From an optimization exercise on the open Yosys and OpenROAD flow, aimed at small area; shortcuts taken in it are not production practice.
Only simulation tests tie the RTL to the original design; equivalence was not proved.
No activity file was given, so power comes from the tool's default toggle rates.

==> design.v <==
package regfile_pkg;
    localparam int DEFAULT_DATA_WIDTH = 32;
    localparam int DEFAULT_NUM_REGS   = 32;
    localparam int DEFAULT_NUM_READ   = 2;
    localparam int DEFAULT_NUM_WRITE  = 1;
    typedef enum logic [1:0] {
        CLR_IDLE  = 2'd0,
        CLR_CLEAR = 2'd1,
        CLR_DONE  = 2'd2
    } clear_state_e;
endpackage
module regfile_clear_seq #(
    parameter int NUM_REGS   = regfile_pkg::DEFAULT_NUM_REGS,
    parameter int ADDR_WIDTH = $clog2(NUM_REGS)
) (
    input  logic                  clk,
    input  logic                  rst,
    input  logic                  clear_req,
    output logic                  clear_busy,
    output logic                  clear_done,
    output logic                  clear_we,
    output logic [ADDR_WIDTH-1:0] clear_addr
);
    localparam logic [ADDR_WIDTH-1:0] LAST_ADDR = ADDR_WIDTH'(NUM_REGS - 1);
    regfile_pkg::clear_state_e state;
    logic [ADDR_WIDTH-1:0] counter;
    always_ff @(posedge clk or negedge rst) begin
        if (!rst) begin
            state      <= regfile_pkg::CLR_IDLE;
            counter    <= '0;
            clear_busy <= 1'b0;
            clear_done <= 1'b0;
        end else begin
            case (state)
                regfile_pkg::CLR_IDLE: begin
                    clear_done <= 1'b0;
                    if (clear_req) begin
                        state      <= regfile_pkg::CLR_CLEAR;
                        counter    <= '0;
                        clear_busy <= 1'b1;
                    end
                end
                regfile_pkg::CLR_CLEAR: begin
                    if (counter == LAST_ADDR) begin
                        state      <= regfile_pkg::CLR_DONE;
                        counter    <= '0;
                        clear_busy <= 1'b0;
                        clear_done <= 1'b1;
                    end else begin
                        counter <= counter + 1'b1;
                    end
                end
                regfile_pkg::CLR_DONE: begin
                    state      <= regfile_pkg::CLR_IDLE;
                    clear_done <= 1'b0;
                end
                default: begin
                    state      <= regfile_pkg::CLR_IDLE;
                    counter    <= '0;
                    clear_busy <= 1'b0;
                    clear_done <= 1'b0;
                end
            endcase
        end
    end
    assign clear_we   = clear_busy;
    assign clear_addr = counter;
endmodule
module param_register_file #(
    parameter  int DATA_WIDTH = regfile_pkg::DEFAULT_DATA_WIDTH,
    parameter  int NUM_REGS   = regfile_pkg::DEFAULT_NUM_REGS,
    parameter  int NUM_READ   = regfile_pkg::DEFAULT_NUM_READ,
    parameter  int NUM_WRITE  = regfile_pkg::DEFAULT_NUM_WRITE,
    parameter  int ZERO_REG   = 1,
    parameter  int BYPASS     = 1,
    localparam int ADDR_WIDTH = $clog2(NUM_REGS)
) (
    input  logic                                 clk,
    input  logic                                 rst,
    input  logic [NUM_READ-1:0][ADDR_WIDTH-1:0]  read_address,
    output logic [NUM_READ-1:0][DATA_WIDTH-1:0]  read_data,
    output logic [NUM_READ-1:0]                  read_pending,
    input  logic [NUM_WRITE-1:0][ADDR_WIDTH-1:0] write_address,
    input  logic [NUM_WRITE-1:0][DATA_WIDTH-1:0] write_data,
    input  logic [NUM_WRITE-1:0]                 write_enable,
    input  logic                                 reserve_valid,
    input  logic [ADDR_WIDTH-1:0]                reserve_address,
    input  logic                                 clear_req,
    output logic                                 clear_busy,
    output logic                                 clear_done
);
    logic [NUM_REGS-1:0][DATA_WIDTH-1:0] regs;
    logic [NUM_REGS-1:0]                 pending;
    logic [NUM_WRITE-1:0]                write_effective;
    logic                                reserve_effective;
    logic                                clear_we;
    logic [ADDR_WIDTH-1:0]               clear_addr;
    regfile_clear_seq #(
        .NUM_REGS   (NUM_REGS),
        .ADDR_WIDTH (ADDR_WIDTH)
    ) u_clear_seq (
        .clk        (clk),
        .rst        (rst),
        .clear_req  (clear_req),
        .clear_busy (clear_busy),
        .clear_done (clear_done),
        .clear_we   (clear_we),
        .clear_addr (clear_addr)
    );
    always_comb begin
        write_effective = '0;
        for (int p = 0; p < NUM_WRITE; p++) begin
            write_effective[p] = write_enable[p] && !clear_busy &&
                                 !((ZERO_REG != 0) && (write_address[p] == '0));
        end
        reserve_effective = reserve_valid && !clear_busy &&
                            !((ZERO_REG != 0) && (reserve_address == '0));
    end
    always_ff @(posedge clk or negedge rst) begin
        if (!rst) begin
            regs <= '0;
        end else if (clear_we) begin
            regs[clear_addr] <= '0;
        end else begin
            for (int p = 0; p < NUM_WRITE; p++) begin
                if (write_effective[p]) begin
                    regs[write_address[p]] <= write_data[p];
                end
            end
        end
    end
    always_ff @(posedge clk or negedge rst) begin
        if (!rst) begin
            pending <= '0;
        end else if (clear_we) begin
            pending[clear_addr] <= 1'b0;
        end else begin
            for (int p = 0; p < NUM_WRITE; p++) begin
                if (write_effective[p]) begin
                    pending[write_address[p]] <= 1'b0;
                end
            end
            if (reserve_effective) begin
                pending[reserve_address] <= 1'b1;
            end
        end
    end
    always_comb begin
        read_data    = '0;
        read_pending = '0;
        for (int r = 0; r < NUM_READ; r++) begin
            read_data[r]    = regs[read_address[r]];
            read_pending[r] = pending[read_address[r]];
            if (BYPASS != 0) begin
                for (int p = 0; p < NUM_WRITE; p++) begin
                    if (write_effective[p] && (write_address[p] == read_address[r])) begin
                        read_data[r] = write_data[p];
                    end
                end
            end
            if ((ZERO_REG != 0) && (read_address[r] == '0)) begin
                read_data[r]    = '0;
                read_pending[r] = 1'b0;
            end
        end
    end
endmodule
module regfile_top (
    input  logic        clk,
    input  logic        rst,
    input  logic [9:0]  read_address,
    output logic [63:0] read_data,
    output logic [1:0]  read_pending,
    input  logic [9:0]  write_address,
    input  logic [63:0] write_data,
    input  logic [1:0]  write_enable,
    input  logic        reserve_valid,
    input  logic [4:0]  reserve_address,
    input  logic        clear_req,
    output logic        clear_busy,
    output logic        clear_done
);
    param_register_file #(
        .DATA_WIDTH (32),
        .NUM_REGS   (32),
        .NUM_READ   (2),
        .NUM_WRITE  (2),
        .ZERO_REG   (1),
        .BYPASS     (1)
    ) u_rf (
        .clk             (clk),
        .rst             (rst),
        .read_address    (read_address),
        .read_data       (read_data),
        .read_pending    (read_pending),
        .write_address   (write_address),
        .write_data      (write_data),
        .write_enable    (write_enable),
        .reserve_valid   (reserve_valid),
        .reserve_address (reserve_address),
        .clear_req       (clear_req),
        .clear_busy      (clear_busy),
        .clear_done      (clear_done)
    );
endmodule
==> run.sh <==
#!/bin/bash
# synth_recipe.tcl (not shown) runs the flow's synth.tcl, then flattens the netlist and writes it again
# the make line also repeats each setting of config.mk as NAME=value (left out here)
make -C /OpenROAD-flow-scripts/flow DESIGN_CONFIG=/design/flow/config.mk WORK_HOME=/design/flow/orfs CLKGATE_MAP_FILE= SYNTH_SCRIPT=/design/flow/synth_recipe.tcl finish
==> config.mk <==
export PLATFORM = sky130hd
export DESIGN_NAME = regfile_top
export DESIGN_NICKNAME = regfile_top
export VERILOG_FILES = /design/flow/design.v
export SDC_FILE = /design/flow/constraint.sdc
export NUM_CORES = 4
export LEC_CHECK = 0
export CAP_MARGIN = 20
export CORE_MARGIN = 2
export CORE_UTILIZATION = 35
export PLACE_DENSITY = 0.45
export SLEW_MARGIN = 20
==> constraint.sdc <==
create_clock -name core_clock -period 8.0 [get_ports {clk}]
set_input_delay 1.6000 -clock core_clock [delete_from_list [all_inputs] [get_ports {clk}]]
set_output_delay 1.6000 -clock core_clock [all_outputs]
set_load 0.01 [all_outputs]
==> results.txt <==
## power groups by stage
stage	Sequential, W	Clock (W)	Combinational [W]
6_report	0.00676	0.00659	0.00547
5_1_grt	0.00681	0.00681	0.00554
4_1_cts	0.00671	0.00660	0.00523
3_5_place_dp	0.00680	0	0.00522
3_3_place_gp	0.00679	0	0.00518
2_1_floorplan	0.00653	0	0.00288
## cells in the mapped netlist, types with 14 or more instances
library cell | count | area (um2)
a32oi_1 | 48 | 420
dfrtp_1 | 1065 | 26700
a221oi_1 | 201 | 1760
a211oi_1 | 133 | 998
a211o_1 | 15 | 131
buf_1 | 54 | 203
a32o_1 | 26 | 260
nor2b_1 | 22 | 138
nand3_1 | 88 | 440
nor3_1 | 198 | 991
xnor2_1 | 21 | 184
a22o_1 | 207 | 1810
o31ai_1 | 137 | 1030
and3_1 | 268 | 1680
a2111oi_0 | 59 | 517
clkbuf_1 | 766 | 2880
o21ai_0 | 106 | 531
a22oi_1 | 190 | 1430
a31oi_1 | 41 | 257
or3_1 | 24 | 150
and2_1 | 231 | 1450
buf_2 | 144 | 721
nand2_1 | 515 | 1930
inv_1 | 27 | 101
a311oi_1 | 18 | 158
nor4_1 | 37 | 231
a221o_1 | 357 | 3570
mux2i_1 | 1114 | 11200
a21o_1 | 115 | 863
nor2_1 | 584 | 2190
mux4_2 | 148 | 3330
o22ai_1 | 193 | 1210
a21boi_0 | 14 | 105
or4_1 | 33 | 248
nand4_1 | 71 | 444
a21oi_1 | 207 | 1040
mux2_2 | 17 | 191
## layout by cell type, fill, tap and decap left out, drive strengths merged, types with 14 or more instances in the layout
cell | Yosys | final
mux2i | 1114 | 1114
or3 | 24 | 24
a311oi | 18 | 18
a22oi | 190 | 190
nand2 | 515 | 515
clkinv | 2 | 27
o31ai | 138 | 138
a221o | 357 | 357
o22ai | 193 | 193
and2 | 231 | 231
a21oi | 207 | 207
and3 | 268 | 268
dfrtp | 1065 | 1065
a21boi | 14 | 14
mux2 | 17 | 17
nor2 | 584 | 584
or4 | 33 | 33
a31oi | 41 | 41
xnor2 | 21 | 21
a211oi | 133 | 133
a21o | 115 | 115
nor2b | 22 | 22
a221oi | 201 | 201
a32o | 26 | 26
a22o | 207 | 207
a2111oi | 62 | 62
buf | 211 | 376
a32oi | 48 | 48
diode | 0 | 42
clkbuf | 766 | 214
nor3 | 201 | 201
a211o | 15 | 15
inv | 27 | 35
nor4 | 39 | 39
o21ai | 109 | 109
mux4 | 148 | 148
nand4 | 71 | 71
nand3 | 88 | 88
clkdlybuf4s50 | 0 | 154
## per-layer routing
layer | up-vias | track usage, %
li1 | 29100 | -
met1 | 38400 | 53.5
met2 | 6373 | 58.1
met3 | 1610 | 14.4
met4 | 28 | 27.7
met5 | - | 0.0452
## how the worst max path moves through the flow
stage	slack, ns	to	depth (start not counted)
detailed placement	0.62	read_data[56]	12
finish	0.35	read_data[39]	12
global route	0.36	read_data[39]	12
floorplan	1.57	read_data[39]	15
CTS	0.58	read_data[56]	12
global placement	0.60	read_data[56]	12
## through the flow
stage                     utilization [%]  std cells  worst slack [ns]
after floorplan                         -       7699              1.57
after global placement               37.9      10000             0.604
after detailed placement             37.9      10000             0.620
after CTS                            40.1      10300             0.582
after global routing                 40.1      10300             0.358
final                                40.1      10300             0.354
## area by class of cell
type                            instances  area, um2
Sequential cell                      1065      26700
Multi-Input combinational cell       5628      43600
Inverter                               29        116
Clock inverter                         40        438
Fill cell                           20300     124000
Timing Repair Buffer                  530       4810
Tap cell                             2788       3490
Antenna cell                           42        105
Clock buffer                          214       4120
## state kept, by name, summed over array words and instances, names as in the netlist
name and flops:
u_rf.regs 1024, u_rf.u_clear_seq.clear_busy 1, u_rf.u_clear_seq.counter 5, u_rf.u_clear_seq.clear_done 1, u_rf.u_clear_seq.state 2, u_rf.pending 32
## kinds of logic after synthesis
| logic type | count (synthesis) | synth area share, % |
|---|---|---|
| compound gates | 2138 | 22.9 |
| xor+xnor | 33 | 0.405 |
| fa+ha+maj | 12 | 0.205 |
| buf+inv | 1006 | 5.50 |
| flops | 1065 | 36.4 |
| mux | 1279 | 20.0 |
| simple gates | 2166 | 14.6 |
## worst register-to-register path: cells and delay by family, from the launching register on
| kind | cells | cell delay [ns] |
|---|---|---|
| flip-flops | 1 | 0.72 |
| buffers and inverters | 3 | 1.57 |
| AO/OA/AOI/OAI | 3 | 0.95 |
| AND/OR/NAND/NOR | 2 | 1.55 |
==> reports/metrics.yaml <==
timing:
  setup_viol: 0
  finalHoldViolCount: 0
  fmax_mhz: 131
  timing.hold.ws_ns: 0.495
  clock_skew_ns: 0.0325
  maxSlewHeadroom_pct: 13.4
  rsz0062_at_grt: "false"
  worst_pin_slew_ns: 1.30
  tns_ns: 0
  slew_violations: 0
  finalCritPeriodShare_pct: 95.6
  min_period_ns: 7.65
global_routing:
  grt_first_pass_wirelength_mm: 613
  grt_usage_pct: 41.4
  antenna_found_initial: 51
  grt_pass1_vias: 70100
  overflow: 0
  grt_max_degree: 157
power:
  power.total_w: 0.0188
  power_switching_w: 0.00737
  power_frac_comb_pct: 29.1
  p_clk_share_pct: 35.0
  powerDensity_nw_per_um2: 226
  p_leak_nw: 37.2
  seqPwrFrac_pct: 35.9
  swShare_pct: 39.1
  ir_drop_mv: 0.242
  p_int_w: 0.0115
cells_and_area:
  drive_above_1_share_pct: 12.5
  syn_to_final_growth_pct: 13.7
  fin_area_um2: 83300
  nNetsFinal: 7503
floorplanning:
  die_h_um: 462
  die_width_um: 462
  dieArea_um2: 213000
  rows: 167
  start_util_pct: 35.3
  coreArea_um2: 208000
  ioPinCount: 163
clock_tree:
  htreeDepth: 4
  cts_buffers: 142
  cts-root-buf: "clkbuf_16"
  cts_buffer_depth: 3
  tritoncts: "yes"
  hold_buffers: 0
  clkLatencyLatePin_ns: 0.86
  path_clk_slew_ns: 0.06
  clkSinkCount: 1065
  cts_setup_buffers: 0
  cts_resized: 0
critical_path:
  rr_endpoint: "u_rf.regs[386]"
  slowest_delay_ns: 0.90
  crit_buf_inv: 4
  end_kind: "primary output"
  arrival_ns: 6.05
  critPathMaxFanout: 17
  rrSetupSlack_ns: 3.14
  cp_cell_sequence: "clkdlybuf4s50_1 > inv_1 > ha_1 > nor3b_1 > ha_1 > or3b_1 > nor2_1 > and2_2 > buf_12 > and4b_1 > o21ai_0 > clkdlybuf4s50_1"
  required_ns: 6.40
  rr_startpoint: "u_rf.u_clear_seq.clear_busy"
  r2r_cells: 8
  slowest_stage: "o21ai_0"
  critPathLaunchType: "input pin"
  path_delay_family: "simple AND/OR/NAND/NOR gates"
  worstSetupPathType: "in2out"
  crit_start: "write_address[0]"
logic_synthesis:
  yosysWarnings: 2
  async_reset_ff_share_pct: 100
  yosys_most_used_dff: "dfrtp_1"
  avgSynthCellArea_um2: 9.52
  synth_seq_cells: 1065
  synthCells: 7699
  syn_area_um2: 73300
  synth-edff-count: 0
  synth.distinct_cells: 88
  syn_nets: 7806
  ys_seq_area_share_pct: 36.4
route:
  via_count: 75500
  remaining_drc_errors: 0
  dr.max_layer_used: "met5"
  drt-total-wl_mm: 454
  final_antenna_net_count: 0
  avgViaCountPerCell: 7.31
  wl_met1_mm: 176
  drt_pass1_iterations: 7
  post_drt_wl_per_cell_um: 44.0
  wl_met2_mm: 186
  dr.first_iter.drc_count: 12900
  wl_met3_mm: 58.4
place:
  place.gp.congestion: 0.975
  place_area_um2: 78700
  hpwlAfterDp_mm: 269
  io_buffers: 162
hold_path:
  hp-start: "u_rf.u_clear_seq.clear_done"
  hold_end: "u_rf.u_clear_seq.clear_done"
  whs_path_depth: 1
  hold_class: "reg2reg"
outcome:
  status: "timing/DRC/antenna clean"
flow_run:
  drv_cap: 0

-- separate check: timing with driven ports --
In the flow no input, the clock included, has a driving cell. The finished layout below was timed again as built, in two steps. Step 1 (the two cells are an assumption about what drives the block):
set clk [get_ports {clk}]
set_driving_cell -lib_cell sky130_fd_sc_hd__clkbuf_16 $clk
set_driving_cell -lib_cell sky130_fd_sc_hd__buf_2 [delete_from_list [all_inputs] $clk]
Step 2 also shifts input and output timing later by t, the mid clock arrival at the registers, as if the neighbouring blocks saw the same clock. Slacks: no drivers / after step 1 / after step 2; pairs: no drivers / after step 1.
shift t [ns]: 0.928
slack for setup (ns): 0.354 / 0.321 / 0.321
worst data-port slew with drivers (ns): 0.19
pins driven straight from the clock port: 1
After both steps setup and hold are still met in this run. For this run, drivers alone change the setup slack by -0.033 ns; drivers and shift together by -0.033 ns.
